This design comes from an exercise in tuning for small area and a short achievable clock period on the open sky130 flow, not from production work.
Only simulation tests tie the RTL to the original design; equivalence was not proved.
No activity file was given, so power comes from the tool's default toggle rates.

==> flow/design.v <==
package psram_pkg;
    typedef enum logic [1:0] {
        ST_IDLE  = 2'd0,
        ST_LAT   = 2'd1,
        ST_WRITE = 2'd2,
        ST_READ  = 2'd3
    } psram_state_e;
    localparam int PSRAM_ADR_W = 23;
    localparam int PSRAM_DAT_W = 16;
    localparam int PSRAM_LATENCY_MIN = 2;
    localparam int PSRAM_LATENCY_MAX = 7;
endpackage
module psram_resp_mem
#(
    parameter int ADR_W  = 8,
    parameter int GROUPS = 16,
    parameter int LINES  = 4
) (
    input  logic                   clk_i,
    input  logic                   i_par,
    input  logic                   i_we,
    input  logic [(1<<(ADR_W-ADR_W/2))-1:0] i_hi_n,
    input  logic [LINES-1:0][(1<<(ADR_W/2))-1:0]  i_gl_n,
    input  logic [psram_pkg::PSRAM_DAT_W-1:0] i_wx,
    output logic [psram_pkg::PSRAM_DAT_W-1:0] o_rdat
);
    localparam int LO_N  = 1 << (ADR_W / 2);
    localparam int HI_N  = 1 << (ADR_W - ADR_W / 2);
    localparam int WORDS = 1 << ADR_W;
    localparam int GW    = WORDS / GROUPS;
    localparam int LW    = WORDS / LINES;
    localparam int DW    = psram_pkg::PSRAM_DAT_W;
    logic [WORDS-1:0][DW-1:0]  r_mem;
    logic [GROUPS-1:0][DW-1:0] r_grp;
    logic [WORDS-1:0]          w_we;
    logic [HI_N-1:0]           w_hi_we_n;
    logic [WORDS-1:0]          w_sel_n;
    logic [WORDS-1:0][DW-1:0]  w_hit;
    logic [GROUPS-1:0][DW-1:0] w_grp;
    logic [DW-1:0]             w_and;
    assign w_hi_we_n = i_hi_n | ~{HI_N{i_we}};
    for (genvar w = 0; w < WORDS; w++) begin : g_word
        assign w_we[w]    = ~(w_hi_we_n[w / LO_N] | i_gl_n[w / LW][w % LO_N]);
        assign w_sel_n[w] = i_hi_n[w / LO_N] | i_gl_n[w / LW][w % LO_N];
        assign w_hit[w]   = r_mem[w] | {DW{w_sel_n[w]}};
        always_ff @(posedge clk_i) begin
            r_mem[w] <= ~(({DW{w_we[w]}} | r_mem[w]) & ({DW{w_sel_n[w]}} | i_wx));
        end
    end
    always_comb begin
        for (int g = 0; g < GROUPS; g++) begin
            w_grp[g] = '1;
            for (int w = g * GW; w < (g + 1) * GW; w++) begin
                w_grp[g] = w_grp[g] & w_hit[w];
            end
        end
    end
    always_ff @(posedge clk_i) begin
        r_grp <= w_grp;
    end
    always_comb begin
        w_and = '1;
        for (int g = 0; g < GROUPS; g++) begin
            w_and = w_and & r_grp[g];
        end
    end
    assign o_rdat = w_and ^ ~{DW{i_par}};
endmodule
module psram_burst_responder
#(
    parameter int ADR_W   = 8,
    parameter int LATENCY = 3
) (
    input  logic                   clk_i,
    input  logic                   rst_i,
    input  logic [psram_pkg::PSRAM_ADR_W-1:0] psram_adr,
    input  logic [psram_pkg::PSRAM_DAT_W-1:0] psram_dat_i,
    output logic [psram_pkg::PSRAM_DAT_W-1:0] psram_dat_o,
    output logic                   psram_dat_oe,
    output logic                   psram_wait,
    input  logic                   psram_ce_n,
    input  logic                   psram_adv_n,
    input  logic                   psram_we_n,
    input  logic                   psram_oe_n
);
    localparam int LO_W = ADR_W / 2;
    localparam int HI_W = ADR_W - LO_W;
    localparam int LO_N = 1 << LO_W;
    localparam int HI_N = 1 << HI_W;
    localparam int GROUPS = 16;              
    localparam int LINES  = 4;               
    localparam int GROWS  = HI_N / LINES;
    localparam logic [2:0] CNT_LOAD = 3'(LATENCY - 2);
    psram_pkg::psram_state_e           r_state;
    logic [2:0]             r_cnt;
    logic                   r_wr;
    logic [HI_N-1:0]        r_hi_n;
    logic [LO_N-1:0]        r_lo_n;
    logic [LINES-1:0][LO_N-1:0] r_gl_n;
    logic                   r_par;
    logic                   r_wen;
    logic [psram_pkg::PSRAM_DAT_W-1:0] r_wx;
    logic [psram_pkg::PSRAM_DAT_W-1:0] r_dat_o;
    logic                   r_dat_oe;
    logic                   r_wait;
    logic                   w_data_edge;
    logic                   w_load;
    logic                   w_inc;
    logic                   w_mem_we;
    logic [HI_N-1:0]        w_hi_nx;
    logic [LO_N-1:0]        w_lo_nx;
    logic [HI_N-1:0]        w_adr_hi;
    logic [LO_N-1:0]        w_adr_lo;
    logic [psram_pkg::PSRAM_DAT_W-1:0] w_rdat;
    logic                   w_adr_unused;
    assign w_adr_unused = ^psram_adr[psram_pkg::PSRAM_ADR_W-1:ADR_W];
    assign w_data_edge = ~psram_ce_n & psram_adv_n;
    assign w_load      = ~psram_ce_n & ~psram_adv_n;
    assign w_mem_we    = ~rst_i & w_data_edge & (r_state == psram_pkg::ST_WRITE);
    assign w_inc       = r_wen |
                         (w_data_edge &
                          ((r_state == psram_pkg::ST_READ) |
                           ((r_state == psram_pkg::ST_LAT) & (r_cnt <= 3'd1) & ~r_wr)));
    for (genvar i = 0; i < HI_N; i++) begin : g_adr_hi
        assign w_adr_hi[i] = (psram_adr[ADR_W-1:LO_W] == HI_W'(i));
    end
    for (genvar i = 0; i < LO_N; i++) begin : g_adr_lo
        assign w_adr_lo[i] = (psram_adr[LO_W-1:0] == LO_W'(i));
    end
    always_comb begin
        if (rst_i) begin
            w_hi_nx = ~HI_N'(1);
            w_lo_nx = ~LO_N'(1);
        end else if (w_load) begin
            w_hi_nx = ~w_adr_hi;
            w_lo_nx = ~w_adr_lo;
        end else if (w_inc) begin
            w_lo_nx = {r_lo_n[LO_N-2:0], r_lo_n[LO_N-1]};
            w_hi_nx = r_lo_n[LO_N-1] ? r_hi_n : {r_hi_n[HI_N-2:0], r_hi_n[HI_N-1]};
        end else begin
            w_hi_nx = r_hi_n;
            w_lo_nx = r_lo_n;
        end
    end
    psram_resp_mem #(
        .ADR_W  (ADR_W),
        .GROUPS (GROUPS),
        .LINES  (LINES)
    ) u_mem (
        .clk_i  (clk_i),
        .i_par  (r_par),
        .i_we   (r_wen),
        .i_hi_n (r_hi_n),
        .i_gl_n (r_gl_n),
        .i_wx   (r_wx),
        .o_rdat (w_rdat)
    );
    always_ff @(posedge clk_i) begin
        r_par <= ~r_par;
    end
    always_ff @(posedge clk_i) begin
        r_wen <= w_mem_we;
        r_wx  <= w_mem_we ? (psram_dat_i ^ ~{psram_pkg::PSRAM_DAT_W{r_par}})
                          : '1;
    end
    always_ff @(posedge clk_i) begin
        r_hi_n <= w_hi_nx;
        r_lo_n <= w_lo_nx;
        for (int g = 0; g < LINES; g++) begin
            r_gl_n[g] <= w_lo_nx | {LO_N{&w_hi_nx[g*GROWS +: GROWS]}};
        end
        r_dat_o <= w_rdat;
    end
    always_ff @(posedge clk_i) begin
        if (rst_i) begin
            r_state  <= psram_pkg::ST_IDLE;
            r_cnt    <= '0;
            r_wr     <= 1'b0;
            r_dat_oe <= 1'b0;
            r_wait   <= 1'b0;
        end else if (psram_ce_n) begin
            r_state  <= psram_pkg::ST_IDLE;
            r_wait   <= 1'b0;
            r_dat_oe <= 1'b0;
        end else if (!psram_adv_n) begin
            r_state  <= psram_pkg::ST_LAT;
            r_wr     <= ~psram_we_n;
            r_cnt    <= CNT_LOAD;
            r_wait   <= 1'b1;
            r_dat_oe <= 1'b0;
        end else begin
            unique case (r_state)
                psram_pkg::ST_IDLE: begin
                end
                psram_pkg::ST_LAT: begin
                    if (r_cnt != 3'd0) begin
                        r_cnt <= r_cnt - 3'd1;
                    end else if (r_wr) begin
                        r_state <= psram_pkg::ST_WRITE;
                        r_wait  <= 1'b0;
                    end else begin
                        r_state  <= psram_pkg::ST_READ;
                        r_wait   <= 1'b0;
                        r_dat_oe <= ~psram_oe_n;
                    end
                end
                psram_pkg::ST_WRITE: begin
                end
                psram_pkg::ST_READ: begin
                    r_dat_oe <= ~psram_oe_n;
                end
                default: begin
                    r_state <= psram_pkg::ST_IDLE;
                end
            endcase
        end
    end
    assign psram_dat_o  = r_dat_o;
    assign psram_dat_oe = r_dat_oe;
    assign psram_wait   = r_wait;
endmodule
export LEC_CHECK = 0
export CAP_MARGIN = 30
export CORE_MARGIN = 2
export CORE_UTILIZATION = 60
export CTS_CLUSTER_DIAMETER = 70
export CTS_CLUSTER_SIZE = 25
export SETUP_SLACK_MARGIN = 2.6
export SLEW_MARGIN = 30
export SYNTH_MEMORY_MAX_BITS = 8192
create_clock -name core_clock -period 5.0 [get_ports {clk_i}]
run.sh (not shown) runs the stock make flow with config.mk's settings and CLKGATE_MAP_FILE= SYNTH_SCRIPT=/design/flow/synth_recipe.tcl, a recipe that flattens the netlist after the stock synthesis.
The baseline produced a clean layout.
Edit:
Settings changed: CTS_CLUSTER_DIAMETER 70 to 60, CTS_CLUSTER_SIZE 25 to 20.
Core utilization rises by 0.82 points.
Hold slack loses 0.010 ns.
Design area rises slightly.
Worst setup slack gains 0.063 ns.
Global-route usage rises by 0.26 points.
Routed wire length rises slightly.
Combinational power falls slightly.
Non-clock buffer count falls by 25.
Clock-buffer cell count rises by 79.
Total power rises by a few percent.
Via count barely changes.
Edit:
Settings changed: CORE_UTILIZATION 60 to 70, CTS_CLUSTER_DIAMETER 60 to 70, CTS_CLUSTER_SIZE 20 to 25.
=>
- global-route usage went up by 5.3 points
- sequential share of layout area went up by 1.2 points
- hold slack is better by 0.0090 ns
- sequential cell count does not change
- critical path depth went down by 2
- final cell count went down by about 3%
- clock power went down by 19%
- die area went down by 14%

==> separate check: timing with driven ports <==
How much do the figures lean on ideal ports? The routed layouts below were timed once more, with nothing changed but the port constraints. Step 1 sets driving cells, clkbuf_16 on the clock port and buf_2 on the other inputs (assumed; they add their load-dependent delay and slew). Step 2 adds t to the input delays and takes it off the output delays; t is the mean of the earliest and latest rising clock arrival at the registers after step 1. Input paths then give back, and output paths get back, about the clock's delay inside the block. Three values: ideal ports, drivers, drivers and shift; two values: the first two.
run | t, ns | setup WS [ns] | hold slack, ns | worst slew at a driven data input, ns | pins driven straight from the clock port
the first run | 1.003 | 2.440 / 2.440 / 1.660 | 0.439 / 0.439 / 0.439 | 0.26 | 1
the second run | 1.066 | 2.502 / 2.428 / 1.634 | 0.428 / 0.436 / 0.436 | 0.28 | 1
the third run | 1.010 | 2.481 / 2.462 / 1.554 | 0.437 / 0.437 / 0.437 | 0.29 | 1
After both steps every run listed still meets setup and hold. For the third run, which loses most, drivers alone change the setup slack by -0.019 ns; drivers and shift together by -0.927 ns.
